Context: an optimization exercise on an open-source flow, tuned for small area. The choices shown serve that exercise and are no tape-out recipe. The RTL was checked by simulation tests, not by an equivalence proof against the original design.

Setup of job 1714:
## fpu_top
module fpu_top
(
    input  logic                fpu_clock,
    input  logic                fpu_reset_b,
    input  fpu_pkg::fpu_op_t    fpu_instr,
    input  fpu_pkg::reg_index_t fs,
    input  fpu_pkg::reg_index_t ft,
    input  fpu_pkg::reg_index_t fd,
    input  fpu_pkg::fp_word_t   data_gpr,
    output fpu_pkg::fp_word_t   result,
    output fpu_pkg::fp_word_t   data_fpr,
    output logic                exception
);
For scale: ~8400 cells after synthesis, roughly 120 I/O pins, about 0.087 mm2 of cells after synthesis.
clock: 17.0 ns
lec_check: 0
cap_margin: 20
core_margin: 2
core_utilization: 55
slew_margin: 20
standard.sh (not shown) runs the stock make flow with config.mk's settings and CLKGATE_MAP_FILE= SYNTH_SCRIPT=/design/flow/synth_recipe.tcl, a recipe that flattens the netlist after the stock synthesis.
==> flow/flow/run.sh <==
#!/bin/bash
# Own layout flow: the standard layout (standard.sh) with these changes:
#  - synthesis maps the combinational logic for area (see flow/synth.tcl);
#    every register is the standard synthesis's
#  - clock tree: no dummy loads, larger sink clusters
#  - port buffers: the smallest buffer
# Each step's full output is in this folder: synth.log, layout.log, and
# ORFS's own logs under orfs/logs.
set -euo pipefail
W=$PWD
F=$W/flow
export MY_ABC_SCRIPT=$F/abc.script
sed "s#SYNTH_SCRIPT=[^ ]*#SYNTH_SCRIPT=$F/synth.tcl #" standard.sh > own_standard.sh
bash own_standard.sh synth > $W/synth.log 2>&1
export CTS_ARGS="-sink_clustering_enable -repair_clock_nets -dont_use_dummy_load -sink_clustering_size 25 -sink_clustering_max_diameter 100"
export BUFFER_PORTS_ARGS="-buffer_cell sky130_fd_sc_hd__buf_1"
bash own_standard.sh finish > $W/layout.log 2>&1
==> flow/flow/abc.script <==
&get -n
&st
&dch
&nf -R 1000 -C 32 -F 8 -A 8
&st
&dch
&nf -R 1000 -C 32 -F 8 -A 8
&st
&dch
&nf -R 1000 -C 32 -F 8 -A 8
&st
&dch
&nf -R 1000 -C 32 -F 8 -A 8
&st
&dch
&nf -R 1000 -C 32 -F 8 -A 8
&put
topo
stime -c
==> flow/flow/synth.tcl <==
# synth_recipe.tcl with three changes to the combinational mapping (the
# registers are the standard synthesis's): Yosys's synth runs without its
# quick ABC pass, extract_fa extracts full adders only, and the final ABC
# call runs flow/abc.script, an area-oriented mapping.
proc synth {args} { yosys synth -nofsm -noshare -noabc {*}$args }
proc extract_fa {args} { yosys extract_fa -fa }
proc abc {args} {
  set out {}
  set i 0
  while {$i < [llength $args]} {
    set a [lindex $args $i]
    if {$a eq "-script"} {
      lappend out -script $::env(MY_ABC_SCRIPT)
      incr i 2
      continue
    }
    lappend out $a
    incr i
  }
  yosys abc {*}$out
}
source $::env(SCRIPTS_DIR)/synth.tcl
# left out here: clear keep_hierarchy, flatten, clean up, hide names made inside functions, write 1_2_yosys.v
#### Input delta (job 6094 over job 1714)
Settings: swapping 55 for 40 in CORE_UTILIZATION.
-- flow/flow/run.sh --
<<< job 1714, line 14
bash own_standard.sh synth > $W/synth.log 2>&1
export CTS_ARGS="-sink_clustering_enable -repair_clock_nets -dont_use_dummy_load -sink_clustering_size 25 -sink_clustering_max_diameter 100"
export BUFFER_PORTS_ARGS="-buffer_cell sky130_fd_sc_hd__buf_1"
>>> job 6094, line 14
bash own_standard.sh synth > $W/synth.log 2>&1
export CTS_ARGS="-sink_clustering_enable -repair_clock_nets -dont_use_dummy_load -sink_clustering_size 25 -sink_clustering_max_diameter 80"
export BUFFER_PORTS_ARGS="-buffer_cell sky130_fd_sc_hd__buf_1"
-- flow/flow/abc.script --
<<< job 1714, line 1
&get -n
&st
&dch
&nf -R 1000 -C 32 -F 8 -A 8
&st
&dch
&nf -R 1000 -C 32 -F 8 -A 8
&st
>>> job 6094, line 1
&get -n
&st
==> run notes <==
Of job 1714 and job 6094, the run reporting the higher number of instances in the synthesized netlist was job 6094. Job 6094: done, clean on timing, DRC and antenna. Of job 1714 and job 6094, job 6094 shows the higher routed wire length, with job 1714 below it. Job 6094 vs. job 1714: count of H-tree levels built during CTS grew by 1, post-route minimum period shrank by 0.79 ns, area after synthesis held steady, placement row count grew by 25.
Input-level comparison between job 7242 and job 6094:
Settings: CORE_UTILIZATION: 40 -> 55.
==> run notes <==
Job 7242 vs job 6094, start point of the critical path: ft_q[0] vs ft_q[4]. Status: area of the multi-input gates parity (job 7242, job 6094). Lower slack of the critical path was reported by job 7242, not job 6094. Higher routed metal-1 wirelength goes to job 6094 over job 7242. Between job 7242 and job 6094, path depth of the worst reg2reg path is higher for job 6094, job 7242 comes in under that.
Here is what was changed in the inputs of job 5476 compared with job 7242.
-- flow/flow/run.sh --
<<< job 7242, line 14
bash own_standard.sh synth > $W/synth.log 2>&1
export CTS_ARGS="-sink_clustering_enable -repair_clock_nets -dont_use_dummy_load -sink_clustering_size 25 -sink_clustering_max_diameter 80"
export BUFFER_PORTS_ARGS="-buffer_cell sky130_fd_sc_hd__buf_1"
>>> job 5476, line 14
bash own_standard.sh synth > $W/synth.log 2>&1
export CTS_ARGS="-sink_clustering_enable -repair_clock_nets -dont_use_dummy_load -sink_clustering_size 25 -sink_clustering_max_diameter 100"
export BUFFER_PORTS_ARGS="-buffer_cell sky130_fd_sc_hd__buf_1"
## What came out
- Job 5476 completed end to end with timing, DRC and antenna clean.
- Job 7242 ended with every stage complete and zero timing, DRC or antenna violations.
- From job 7242 to job 5476, floorplan die height did not move at all.
- Number of synthesized flops with an enable pin came out exactly the same in job 7242 and job 5476.
- Job 5476 vs. job 7242: final cell count without fillers ~0 delta, utilization -0.19 points.
- Compared to job 7242, job 5476 shows a wider setup margin.
- Job 5476 ends up with lower routed length on met2 than job 7242 does.
- Job 5476 — final standard cell area without fillers 0.31% lower, job 7242 as reference
- From job 7242 to job 5476 the numbers moved as follows: met2 usage in global routing did not really move.

[static timing again, ports no longer ideal]
How much do the figures lean on ideal ports? The routed layouts below were timed once more, with nothing changed but the port constraints. Step 1, drivers: a clkbuf_16 drives fpu_clock and a buf_2 each remaining input, both assumed. Step 2 times the ports against the registers' clock, not the clock port: input delays grow and output delays shrink by t, the midpoint of the rising clock arrivals with the driver on. Slacks: ideal / step 1 / step 2; pairs: ideal / step 1.
run | shift t [ns] | slack for setup (ns) | hold slack, ns
job 1714 | 0.809 | 0.995 / 0.995 / 0.995 | 0.470 / 0.470 / 0.470
job 6094 | 0.821 | 1.781 / 1.781 / 1.781 | 0.428 / 0.428 / 0.428
job 7242 | 0.800 | 1.672 / 1.672 / 1.672 | 0.394 / 0.394 / 0.394
job 5476 | 0.791 | 1.698 / 1.698 / 1.698 | 0.430 / 0.430 / 0.430
After both steps every run listed still meets setup and hold.
